From an optimization exercise on the open Yosys and OpenROAD flow, aimed at small area; shortcuts taken in it are not production practice.
Function was checked by simulation only, so behaviour that the tests miss may differ from the original.
Power and IR drop assume default switching activity.

$ cat run.sh
#!/bin/bash
# synth_recipe.tcl (not shown) runs the flow's synth.tcl, then flattens the netlist and writes it again
# the make line also repeats each setting of config.mk as NAME=value (left out here)
make -C /OpenROAD-flow-scripts/flow DESIGN_CONFIG=/design/flow/config.mk WORK_HOME=/design/flow/orfs CLKGATE_MAP_FILE= SYNTH_SCRIPT=/design/flow/synth_recipe.tcl finish
$ cat config.mk
export PLATFORM = sky130hd
export DESIGN_NAME = sprite_table
export DESIGN_NICKNAME = sprite_table
export VERILOG_FILES = /design/flow/design.v
export SDC_FILE = /design/flow/constraint.sdc
export NUM_CORES = 4
export LEC_CHECK = 0
export CAP_MARGIN = 20
export CORE_MARGIN = 2
export CORE_UTILIZATION = 45
export SETUP_SLACK_MARGIN = 0.3
export SLEW_MARGIN = 20
$ cat constraint.sdc
create_clock -name core_clock -period 9.0 [get_ports {clock}]
set_input_delay 1.8000 -clock core_clock [delete_from_list [all_inputs] [get_ports {clock}]]
set_output_delay 1.8000 -clock core_clock [all_outputs]
set_load 0.01 [all_outputs]
$ cat design.v
package sprite_pkg;
    localparam int DEF_SLOTS     = 64;
    localparam int DEF_COL_W     = 12;
    localparam int DEF_ROW_W     = 11;
    localparam int DEF_SIZE_LOG2 = 6;
    localparam int DEF_ROW_LIMIT = 1080;
    localparam int DEF_SIZE      = 1 << DEF_SIZE_LOG2;
    typedef enum logic [2:0] {
        ST_IDLE,
        ST_COMPACT,
        ST_SPAWN,
        ST_MOVE,
        ST_DONE
    } state_t;
endpackage
module sprite_hit_match #(
    parameter int COL_W     = 12,
    parameter int ROW_W     = 11,
    parameter int SIZE_LOG2 = 6
) (
    input  logic                 live,
    input  logic [COL_W-1:0]     col,
    input  logic [ROW_W-1:0]     row,
    input  logic [COL_W-1:0]     display_col,
    input  logic [ROW_W-1:0]     display_row,
    output logic                 match,
    output logic [SIZE_LOG2-1:0] u,
    output logic [SIZE_LOG2-1:0] v
);
    logic [COL_W:0] dcol;
    logic [ROW_W:0] drow;
    assign dcol = {1'b0, display_col} - {1'b0, col};
    assign drow = {1'b0, display_row} - {1'b0, row};
    assign match = live
                && (dcol[COL_W:SIZE_LOG2] == '0)
                && (drow[ROW_W:SIZE_LOG2] == '0);
    assign u = dcol[SIZE_LOG2-1:0];
    assign v = drow[SIZE_LOG2-1:0];
endmodule
module sprite_table #(
    parameter int SLOTS     = sprite_pkg::DEF_SLOTS,
    parameter int COL_W     = sprite_pkg::DEF_COL_W,
    parameter int ROW_W     = sprite_pkg::DEF_ROW_W,
    parameter int SIZE_LOG2 = sprite_pkg::DEF_SIZE_LOG2,
    parameter int ROW_LIMIT = sprite_pkg::DEF_ROW_LIMIT
) (
    input  logic                       clock,
    input  logic                       reset,
    input  logic                       calc,
    input  logic [COL_W-1:0]           display_col,
    input  logic [ROW_W-1:0]           display_row,
    input  logic                       spawn_valid,
    input  logic [COL_W-1:0]           spawn_col,
    input  logic [ROW_W-1:0]           spawn_row,
    output logic                       spawn_ready,
    input  logic [7:0]                 move_dy,
    output logic                       hit,
    output logic [$clog2(SLOTS)-1:0]   hit_slot,
    output logic [SIZE_LOG2-1:0]       hit_u,
    output logic [SIZE_LOG2-1:0]       hit_v,
    output logic [$clog2(SLOTS):0]     live_count,
    output logic                       busy
);
    localparam int IDX_W = $clog2(SLOTS);
    localparam int CNT_W = IDX_W + 1;
    localparam logic [IDX_W-1:0] LAST_SLOT = IDX_W'(SLOTS - 1);
    localparam logic [CNT_W-1:0] FULL      = CNT_W'(SLOTS);
    localparam logic [ROW_W:0]   LIMIT     = (ROW_W + 1)'(ROW_LIMIT);
    typedef struct packed {
        logic             live;
        logic [COL_W-1:0] col;
        logic [ROW_W-1:0] row;
    } entry_t;
    localparam int ENTRY_W = 1 + COL_W + ROW_W;
    logic [SLOTS-1:0][ENTRY_W-1:0] slot_reg;
    sprite_pkg::state_t             state_reg, state_next;
    logic               calc_reg;
    logic [IDX_W-1:0]   rptr_reg, rptr_next;
    logic [CNT_W-1:0]   wptr_reg, wptr_next;
    logic [CNT_W-1:0]   count_reg;
    logic [CNT_W-1:0]   count_spawn;
    logic               spawn_ok;
    logic                 hit_reg;
    logic [IDX_W-1:0]     hit_slot_reg;
    logic [SIZE_LOG2-1:0] hit_u_reg, hit_v_reg;
    entry_t         cur;
    logic [ROW_W:0] dy_ext;
    logic [ROW_W:0] new_row;
    logic           cull;
    assign cur     = slot_reg[rptr_reg];
    assign dy_ext  = {{(ROW_W - 7){move_dy[7]}}, move_dy};
    assign new_row = {1'b0, cur.row} + dy_ext;
    assign cull    = new_row[ROW_W] || (new_row >= LIMIT);
    always_comb begin
        state_next  = state_reg;
        rptr_next   = rptr_reg;
        wptr_next   = wptr_reg;
        spawn_ok    = 1'b0;
        count_spawn = count_reg;
        case (state_reg)
            sprite_pkg::ST_IDLE: begin
                if (calc && !calc_reg) begin
                    state_next = sprite_pkg::ST_COMPACT;
                    rptr_next  = '0;
                    wptr_next  = '0;
                end
            end
            sprite_pkg::ST_COMPACT: begin
                if (cur.live) begin
                    wptr_next = wptr_reg + CNT_W'(1);
                end
                rptr_next = rptr_reg + IDX_W'(1);
                if (rptr_reg == LAST_SLOT) begin
                    state_next = sprite_pkg::ST_SPAWN;
                end
            end
            sprite_pkg::ST_SPAWN: begin
                spawn_ok    = spawn_valid && (count_reg != FULL);
                count_spawn = count_reg + CNT_W'(spawn_ok);
                rptr_next   = '0;
                state_next  = (count_spawn == '0) ? sprite_pkg::ST_DONE : sprite_pkg::ST_MOVE;
            end
            sprite_pkg::ST_MOVE: begin
                rptr_next = rptr_reg + IDX_W'(1);
                if (({1'b0, rptr_reg} + CNT_W'(1)) == count_reg) begin
                    state_next = sprite_pkg::ST_DONE;
                end
            end
            sprite_pkg::ST_DONE: begin
                if (!calc) begin
                    state_next = sprite_pkg::ST_IDLE;
                end
            end
            default: state_next = sprite_pkg::ST_IDLE;
        endcase
    end
    logic [SLOTS-1:0]     match;
    logic [SIZE_LOG2-1:0] u_arr [SLOTS];
    logic [SIZE_LOG2-1:0] v_arr [SLOTS];
    generate
        for (genvar gi = 0; gi < SLOTS; gi++) begin : g_slot
            logic   we;
            entry_t wdata;
            entry_t ent;
            assign ent = slot_reg[gi];
            always_comb begin
                we    = 1'b0;
                wdata = slot_reg[gi];
                case (state_reg)
                    sprite_pkg::ST_COMPACT: begin
                        if (cur.live && (wptr_reg == CNT_W'(gi))) begin
                            we    = 1'b1;
                            wdata = cur;
                        end else if ((rptr_reg == IDX_W'(gi)) && ({1'b0, rptr_reg} != wptr_reg)) begin
                            we         = 1'b1;
                            wdata.live = 1'b0;
                        end
                    end
                    sprite_pkg::ST_SPAWN: begin
                        if (spawn_ok && (count_reg == CNT_W'(gi))) begin
                            we    = 1'b1;
                            wdata = {1'b1, spawn_col, spawn_row};
                        end
                    end
                    sprite_pkg::ST_MOVE: begin
                        if (cur.live && (rptr_reg == IDX_W'(gi))) begin
                            we = 1'b1;
                            if (cull) begin
                                wdata.live = 1'b0;
                            end else begin
                                wdata.row = new_row[ROW_W-1:0];
                            end
                        end
                    end
                    default: ;
                endcase
            end
            always_ff @(posedge clock) begin
                if (!reset) begin
                    slot_reg[gi] <= '0;
                end else if (we) begin
                    slot_reg[gi] <= wdata;
                end
            end
            sprite_hit_match #(
                .COL_W     (COL_W),
                .ROW_W     (ROW_W),
                .SIZE_LOG2 (SIZE_LOG2)
            ) u_match (
                .live        (ent.live),
                .col         (ent.col),
                .row         (ent.row),
                .display_col (display_col),
                .display_row (display_row),
                .match       (match[gi]),
                .u           (u_arr[gi]),
                .v           (v_arr[gi])
            );
        end
    endgenerate
    logic                 found;
    logic [IDX_W-1:0]     sel;
    logic [SIZE_LOG2-1:0] sel_u, sel_v;
    always_comb begin
        found = 1'b0;
        sel   = '0;
        sel_u = '0;
        sel_v = '0;
        for (int i = 0; i < SLOTS; i++) begin
            if (!found && match[i]) begin
                found = 1'b1;
                sel   = IDX_W'(i);
                sel_u = u_arr[i];
                sel_v = v_arr[i];
            end
        end
    end
    logic display_en;
    assign display_en = (state_reg == sprite_pkg::ST_IDLE) && (state_next == sprite_pkg::ST_IDLE);
    always_ff @(posedge clock) begin
        if (!reset) begin
            state_reg    <= sprite_pkg::ST_IDLE;
            calc_reg     <= 1'b0;
            rptr_reg     <= '0;
            wptr_reg     <= '0;
            count_reg    <= '0;
            hit_reg      <= 1'b0;
            hit_slot_reg <= '0;
            hit_u_reg    <= '0;
            hit_v_reg    <= '0;
        end else begin
            state_reg <= state_next;
            calc_reg  <= calc;
            rptr_reg  <= rptr_next;
            wptr_reg  <= wptr_next;
            if ((state_reg == sprite_pkg::ST_COMPACT) && (rptr_reg == LAST_SLOT)) begin
                count_reg <= wptr_next;
            end else if (spawn_ok) begin
                count_reg <= count_spawn;
            end
            hit_reg      <= display_en && found;
            hit_slot_reg <= display_en ? sel   : '0;
            hit_u_reg    <= display_en ? sel_u : '0;
            hit_v_reg    <= display_en ? sel_v : '0;
        end
    end
    assign spawn_ready = spawn_ok;
    assign hit         = hit_reg;
    assign hit_slot    = hit_slot_reg;
    assign hit_u       = hit_u_reg;
    assign hit_v       = hit_v_reg;
    assign live_count  = count_reg;
    assign busy        = (state_reg == sprite_pkg::ST_COMPACT) || (state_reg == sprite_pkg::ST_SPAWN) || (state_reg == sprite_pkg::ST_MOVE);
endmodule
==> summary.txt <==
==> synth_stat cells, drive strengths merged (85+ instances only) <==
library cell | instances | share of area, %
nor2 | 2723 | 7.0
inv | 1764 | 4.6
dfxtp | 1579 | 22
ha | 1493 | 13
a21oi | 1179 | 4.1
o21ai | 921 | 3.2
clkbuf | 775 | 2.0
mux2i | 767 | 5.3
nand2 | 749 | 1.9
a211oi | 701 | 3.6
mux4 | 504 | 7.8
nor2b | 384 | 1.7
nor3 | 351 | 1.2
nand2b | 342 | 1.5
xnor2 | 316 | 1.9
o21a | 292 | 1.5
a21o | 286 | 1.5
nand3 | 221 | 0.76
xor2 | 209 | 1.3
o22ai | 177 | 0.76
nor4 | 130 | 0.57
fa | 129 | 1.8
o211ai | 124 | 0.64
or3 | 122 | 0.53
a31oi | 109 | 0.47
and2 | 99 | 0.43
o31a | 96 | 0.58
nand4 | 93 | 0.40
or2 | 93 | 0.40
o2111ai | 87 | 0.52
o31ai | 85 | 0.44
==> critical path, delay by kind of cell <==
kind	cells	cell delay (ns)
AO/OA/AOI/OAI	13	3.67
AND/OR/NAND/NOR	9	2.50
buffers and inverters	7	1.02
adder cells (fa/ha/maj)	2	0.54
==> worst min-delay path by stage <==
stage	slack, ns	cells after the start	to
final	0.47	2	slot_reg[775]
after global routing	0.49	2	slot_reg[1011]
after CTS	0.47	2	slot_reg[1011]
after detailed placement	0.46	2	slot_reg[1011]
after global placement	0.45	2	slot_reg[1011]
after floorplan	0.44	2	slot_reg[527]
==> power groups by stage <==
stage	logic, W	clock network [W]	registers (W)
2_1_floorplan	0.00221	0	0.00715
3_3_place_gp	0.00355	0	0.00715
3_5_place_dp	0.00355	0	0.00715
4_1_cts	0.00357	0.00912	0.00700
5_1_grt	0.00392	0.00936	0.00699
6_report	0.00368	0.00907	0.00700
==> cell families (layout without fill, tap and decap cells) <==
kind of cell / Yosys count / in the layout / synth area share, %
AOI/OAI and AO/OA: 4709 / 4709 / 21.3
xor gates and xnor gates: 525 / 525 / 3.16
adders and majority gates: 1622 / 1622 / 14.6
buffers and inverters: 2624 / 3580 / 6.79
DFF: 1579 / 1579 / 21.7
muxes: 1315 / 1315 / 13.4
other: 0 / 45 / 0
and+or+nand+nor: 5776 / 5776 / 19.0
==> metal layers <==
metal	GRT usage, %	up-vias
met5	0	-
met4	28.9	24
met3	8.77	1664
met2	63.6	7737
met1	58.3	72500
li1	-	67200
==> layout make-up <==
| class | instances | area [µm²] |
|---|---|---|
| fill | 31600 | 154000 |
| multi-input combinational | 13900 | 105000 |
| sequential | 1579 | 31600 |
| timing repair buffer | 1438 | 11800 |
| inverter | 1768 | 6660 |
| clock buffer | 278 | 5780 |
| tap | 4305 | 5390 |
| clock inverter | 96 | 1400 |
| antenna | 45 | 113 |
==> per-stage QoR <==
step	instance area (µm²)	TNS [ns]	total power, W	hold slack (ns)	setup slack (ns)
5_1_grt	167000	0	0.0203	0.494	0.299
3_5_place_dp	160000	-12.09	0.0107	0.462	-1.11
2_1_floorplan	145000	-3.87	0.00936	0.442	-0.383
4_1_cts	167000	0	0.0197	0.470	0.408
6_report	167000	0	0.0198	0.471	0.296
3_3_place_gp	160000	-11.28	0.0107	0.453	-1.12
==> timing repair <==
action,CTS,global route
cloned,0,0
pin swaps,1,0
buffers inserted,1,0
setup endpoints to repair,8,13
resized for setup,9,17
==> flow_summary.yaml <==
synth:
  synthesis.area_mm2: 0.145
  seq_area_frac_synth_pct: 21.7
  synth-async-reset-ratio_pct: 0
  number_of_enable_type_register_cells_in_the_synthesized_netlist: 0
  synthDistinctLibCells: 102
  netlist_instances: 18200
  syn_nets: 19800
  ys.warnings.count: 3
  syn_area_per_cell_um2: 8.01
  dominantRegCellSynth: "dfxtp_1"
  synth-seq-cells: 1579
setup_path:
  crit_path_max_fanout: 5
  endpoint: "hit_u_reg[4]"
  critPathLaunch: "display_row[0]"
  critical_path.startpoint_type: "primary input"
  timing.critical_path.slowest_stage_cell: "o311ai_1"
  critical_path.max_stage_delay_ns: 0.75
  end_kind: "flip-flop"
  worst_r2r_path_depth: 22
  data_required_critical_path_ns: 9.86
  regToRegEndpoint: "slot_reg[1398]"
  rr_startpoint: "rptr_reg[0]"
  regToRegSetupSlack_ns: 1.12
  data_arrival_at_the_endpoint_of_the_critical_path_ns: 9.56
  timing.setup.critical_path_class: "in -> reg"
placed_design:
  gp_routability_congestion: 1.10
  placedCellCount: 23000
  port_buffers: 85
  place.detailed.hpwl_um: 594000
pwr:
  comb_power_share_pct: 18.6
  power.static_leakage_nw: 65.7
  power.sequential.fraction_pct: 35.4
  power.net_switching_w: 0.00609
  intPower_w: 0.0137
  peakVddDrop_mv: 0.169
  p_sw_share_pct: 30.8
  p_clk_share_pct: 45.9
  p_per_area_mw_per_mm2: 118
clocking:
  root_buffer: "clkbuf_16"
  postCtsHoldBufs: 0
  clkTransAtPathRegs_ns: 0.06
  clk-insertion-delay-late_ns: 0.99
  cts_tree: "built"
  number_of_sinks_driven_by_the_clock_tree: 1579
  cts.htree.levels: 4
  tritoncts.num_buffers: 202
  clock_path_buffers: 4
detailed_routing:
  final_antenna_net_count: 0
  dr_wl_met3_um: 73500
  num_vias: 149000
  met2_wirelength_um: 303000
  met1Wirelength_um: 305000
  routed_wire_length_per_instance_um: 31.5
  drt-vias-per-instance: 6.36
  routed.top_layer: "met5"
  drt-total-wl_um: 740000
  post_route_drc: 0
  drt_iter0_markers: 18000
  drtPass1Iterations: 8
floorplanning:
  placementRows: 208
  die_x_um: 572
  die_area_mm2: 0.328
  die_height_um: 572
  design.portCount: 86
  placeableCoreArea_mm2: 0.321
  initial_cell_density_of_the_core_pct: 45.2
final_layout:
  largest_reg_flops: 1536
  nets: 20600
  layout-drive-gt1-share_pct: 13.4
  final_cell_mix: "nor2_1 (2717), inv_1 (1760), dfxtp_1 (1574)"
  final-instance-count-excl-fill: 23500
  finalCoreUtilization_pct: 52.1
  syn2layout_area_growth_pct: 15.1
  mostFrequentLayoutCell: "nor2_1"
hold_path:
  min_path_type: "reg -> reg"
  min_from: "slot_reg[775]"
run_status:
  outcome: "timing/DRC/antenna clean"
global_routing:
  number_of_global_route_vias_before_repair: 136000
  grt_pass1_wl_um: 1030000
  grt_start_max_net_pins: 207
  antenna_found_initial: 78
  grt.total_usage_pct: 43.7
  final_global_route_overflow_total: 0
sta:
  fin_skew_ns: 0.0782
  slew_viol_final: 0
  timing.slew.headroom_pct: 16.5
  layout_min_cycle_time_ns: 8.70
  rsz0062_at_grt: "true"
  final_hold_viol_count: 0
  setup_viol: 0
  min_period_over_period_pct: 96.7
  maxClockFrequency_mhz: 115
  max_slew.worst_pin.slew_ns: 1.24
flow_run:
  drv.max_cap_violation_count: 0

==> afterwards: timing with drivers on the ports <==
No port has a modelled driver above. Below, the same layout with a new extraction and two added sets of constraints.
Step 1, drivers: a clkbuf_16 drives clock and a buf_2 each remaining input, both assumed.
Step 2 times the ports against the registers' clock, not the clock port: input delays grow and output delays shrink by t, the midpoint of the rising clock arrivals with the driver on.
Slacks: ideal ports / drivers / drivers and shift; pairs: ideal ports / drivers.
t, ns: 1.062
setup WS [ns]: 0.296 / 0.373 / -0.689
latest minus earliest clock arrival (ns): 0.079 / 0.079
worst register clock-pin slew, ns: 0.08 / 0.08
worst slew at a driven data input, ns: 0.31
With both steps, setup timing fails in this run, where it was met with ideal ports. The setup slack of this run moves by +0.077 ns with the drivers and by -0.985 ns with both steps.
